What follows belongs to an exercise in optimizing a design on an open flow for small area, a short achievable clock period and few clock cycles per item; a production flow would make more cautious choices.
In this exercise RTL edits were held to simulation tests only and were not proved equivalent to the original.

== lagoon ==
## exe_stage
module exe_stage #(
    parameter int addrWidth = 15
) (
    input  logic                 clk,
    input  logic                 rst,
    input  logic                 flush,
    input  logic [addrWidth-1:0] pc,
    input  logic [31:0]          inst,
    input  logic [31:0]          imm,
    input  logic [31:0]          rs1_rdata,
    input  logic [31:0]          rs2_rdata,
    input  logic                 BP_taken,
    output logic [31:0]          exe_result,
    output logic                 result_valid,
    output logic                 stall_req,
    output logic                 redirect,
    output logic [addrWidth-1:0] redirect_pc
);
Size in the first run: ~4500 cells after synthesis, ~200 I/O pins, ~0.027 mm² of cells after synthesis.
clock: 15.0 ns
lec_check: 0
abc_area: 1
cap_margin: 20
core_margin: 2
core_utilization: 40
setup_slack_margin: 2.5
slew_margin: 20
standard.sh (not shown) runs the stock make flow with config.mk's settings and CLKGATE_MAP_FILE= SYNTH_SCRIPT=/design/flow/synth_recipe.tcl, a recipe that flattens the netlist after the stock synthesis.
==> flow/flow/run.sh <==
#!/bin/bash
# The standard layout (the standard.sh, unchanged synthesis and steps),
# with the port buffers made of sky130_fd_sc_hd__buf_2 cells instead of the
# default delay buffers. make's full output goes to flow_make.log here; each
# ORFS step keeps its own log under orfs/logs.
set -euo pipefail
bash standard.sh "BUFFER_PORTS_ARGS=-buffer_cell sky130_fd_sc_hd__buf_2" finish > flow_make.log 2>&1
lagoon went all the way through synthesis, placement and routing and the layout is clean on timing, DRC and antenna.
Testbench counts of lagoon, summed over its fixed seeds: cycles 34,532, insts 24,000.
For cedar, these inputs were changed with respect to lagoon:
diff --git a/flow/design.v b/flow/design.v
--- a/flow/design.v
+++ b/flow/design.v
@@ -50,18 +50,16 @@
     assign op_b    = use_rs2 ? rs2_rdata : imm;
     assign alt     = inst[30];
     assign do_sub  = inst[4] ? ((funct3[2:1] == 2'b01) || (inst[5] && funct3 == 3'b000 && inst[30]))
                              : (inst[6] && !inst[2]);
     assign cmp_uns = inst[4] ? funct3[0] : funct3[1];
     logic [32:0] sum33;
     logic        sum33_co;
-    exe_add #(33) u_alu_add (
-        .a({!cmp_uns & rs1_rdata[31], rs1_rdata}),
-        .b({!cmp_uns & op_b[31], op_b} ^ {33{do_sub}}),
-        .ci(do_sub), .s(sum33), .co(sum33_co));
+    assign {sum33_co, sum33} = {1'b0, !cmp_uns & rs1_rdata[31], rs1_rdata} +
+                               {1'b0, {!cmp_uns & op_b[31], op_b} ^ {33{do_sub}}} + {33'd0, do_sub};
     logic lt;
     assign lt = sum33[32];
     logic [31:0] xor_r;
     assign xor_r = rs1_rdata ^ op_b;
     logic [31:0] b_abs;
     logic [4:0]  dlz;
     logic [32:0] dvs;         
@@ -99,15 +97,17 @@
         endcase
     end
     assign actual_taken   = is_jal || is_jalr || (is_branch && cmp_taken);
     assign pc_plus4       = pc + addrWidth'(4);
     assign {pc_imm_c, pc_imm} = {1'b0, pc} + {1'b0, imm[addrWidth-1:0]};
     assign target         = is_jalr ? {sum33[addrWidth-1:1], 1'b0} : pc_imm;
     logic [31:0] auipc_r;
-    assign auipc_r = {imm[31:addrWidth] + {{(31 - addrWidth){1'b0}}, pc_imm_c}, pc_imm};
+    logic [31-addrWidth:0] imm_hi_inc;
+    assign imm_hi_inc = imm[31:addrWidth] + 1'b1;
+    assign auipc_r = {pc_imm_c ? imm_hi_inc : imm[31:addrWidth], pc_imm};
     typedef enum logic [1:0] {S_IDLE, S_ALIGN, S_ITER, S_OUT} md_state_t;
     md_state_t state;
     logic [63:0] acc;
     logic [2:0]  p;
     logic        md_div;      
     assign st_idle  = (state == S_IDLE);
     assign st_align = (state == S_ALIGN);
--- outcome ---
- Of cedar and lagoon, it is cedar that has the lower sequential cell area fraction in the yosys report.
- cedar vs lagoon, type of the worst setup path: in -> reg vs in -> out
- Lower setup fix buffers added after clock tree synthesis goes to cedar over lagoon.
- lagoon -> cedar: starting density of the core flat
- Of the two values seen for worst setup path endpoint, exe_result[25] was produced by lagoon and dvs[18] by cedar.
- In the flow results for lagoon and cedar, the number of buffer and inverter instances along the worst setup path is larger on cedar.
Testbench counts of cedar, summed over its fixed seeds: cycles 34,532, insts 24,000.

## v30
Another version of the RTL of exe_stage (not shown whole).
For scale: roughly 4,500 cells after synthesis, ~110 flip-flops, ~0.027 mm² of cells after synthesis.
==> flow/config.mk <==
export PLATFORM = sky130hd
export DESIGN_NAME = exe_stage
export DESIGN_NICKNAME = exe_stage
export VERILOG_FILES = /design/flow/design.v
export SDC_FILE = /design/flow/constraint.sdc
export NUM_CORES = 4
export LEC_CHECK = 0
export ABC_AREA = 1
export CAP_MARGIN = 20
export CORE_MARGIN = 2
export CORE_UTILIZATION = 40
export SETUP_SLACK_MARGIN = 0.6
export SLEW_MARGIN = 20
==> flow/constraint.sdc <==
create_clock -name core_clock -period 15.0 [get_ports {clk}]
set_input_delay 3.0000 -clock core_clock [delete_from_list [all_inputs] [get_ports {clk}]]
set_output_delay 3.0000 -clock core_clock [all_outputs]
set_load 0.01 [all_outputs]
Scripts as last shown in full above: flow/flow/run.sh
Testbench counts of v30, summed over its fixed seeds: cycles 34,726, insts 24,000.
Here is what was changed in the inputs of v25 compared with v30.
diff --git a/flow/design.v b/flow/design.v
--- a/flow/design.v
+++ b/flow/design.v
@@ -170,19 +170,19 @@
     assign pp1   = booth_pp(ma, pbits[4:2]);
     assign x1    = div_it ? {2'b0, r1, 4'd0} : {lm[33:0], 1'b0, neg1, 1'b0, neg0};
     assign x2    = div_it ? ~{2'b0, dvs[32:1], 4'd0} : pp0;
     assign x3    = {pp1[35:0], 2'b00};
     assign cs_s  = x1 ^ x2 ^ x3;
     assign cs_c  = (x1 & x2) | (x1 & x3) | (x2 & x3);
     exe_add #(39) u_add1 (.a({1'b0, cs_s}), .b({cs_c, 1'b0}), .ci(div_it),
                           .s(tsum[38:0]), .co(tsum[39]));
     assign delta = {1'b0, tsum[39:38]} - {2'b00, x2[37]} - {2'b00, x3[37]};
-    assign ge2    = tsum[38];
+    assign ge2    = (r1 >= dvs[32:1]);
     assign r2     = ge2 ? tsum[35:4] : r1;
     assign q_next = {acc[29:0], ge1, ge2};
     logic        div_sgn, sA, sB, b_zero;
     logic [31:0] a_abs;
     logic [5:0]  lzA, lzB;
     assign div_sgn = !funct3[0];
     assign sA      = div_sgn & rs1_rdata[31];
     assign sB      = div_sgn & rs2_rdata[31];
     logic a_co, b_co;
@@ -220,19 +220,20 @@
     assign md_now = is_div && (b_zero || q0_fast);
     always_ff @(posedge clk or posedge rst) begin
         if (rst) begin
             state <= S_IDLE;
         end else if (flush) begin
             state <= S_IDLE;
         end else begin
             case (state)
                 S_IDLE:  if (md_go && !md_now)
-                             state <= is_div ? S_ALIGN : (mul_start == 4'd0) ? S_OUT : S_ITER;
+                             state <= is_div ? ((dlz[4:1] == 4'd0) ? S_ITER : S_ALIGN)
+                                             : (mul_start == 4'd0) ? S_OUT : S_ITER;
                 S_ALIGN: state <= S_ITER;
                 S_ITER:  if (cnt == 4'd0) state <= S_OUT;
                 default: state <= S_IDLE;
             endcase
         end
     end
     always_ff @(posedge clk) begin
         md_div <= is_div;
         p      <= delta;
## What came out
v25 went all the way through the flow, and no timing, DRC or antenna check failed.
v25 reports a higher total routed wirelength than v30 does.
The die of v25 is larger than the one used in v30.
A destination of the critical timing path of exe_result[31] is what v30 shows, while exe_result[29] belongs to v25.
Going from v30 to v25, setup slack shrinks by 24 ps.
Summary: with v30 as the reference, area of all placed cells without fillers in v25 moved up by a few percent.
Testbench counts of v25, summed over its fixed seeds: cycles 34,532, insts 24,000.

-- static timing again, ports no longer ideal --
The flow's constraints put no driver on any port. The routed layouts listed below were extracted and timed again, unchanged, in two steps.
Step 1: set_driving_cell puts a clkbuf_16 on clk and a buf_2 on each other input, an assumption about the parent block.
Step 2, shift: input delay + t, output delay - t, t = (earliest + latest rising clock arrival at the registers) / 2. This alone moves slack from input paths to output paths.
a / b / c = no drivers / after step 1 / after step 2; a / b = the first two.
run | t, ns | slack for setup (ns) | worst hold slack (ns) | worst setup path at the end | worst data-port slew with drivers (ns)
lagoon | 0.459 | 2.699 / 2.676 / 2.501 | 0.473 / 0.473 / 0.473 | input to register | 0.05
cedar | 0.485 | 3.149 / 3.172 / 2.709 | 0.542 / 0.542 / 0.542 | input to register | 0.06
v30 | 0.481 | 2.443 / 2.419 / 2.155 | 0.479 / 0.479 / 0.479 | input to register | 0.21
v25 | 0.474 | 2.419 / 2.384 / 2.000 | 0.511 / 0.511 / 0.511 | input to register | 0.10
After both steps every run listed still meets setup and hold. The setup slack of cedar, which loses most, moves by +0.023 ns with the drivers and by -0.440 ns with both steps.
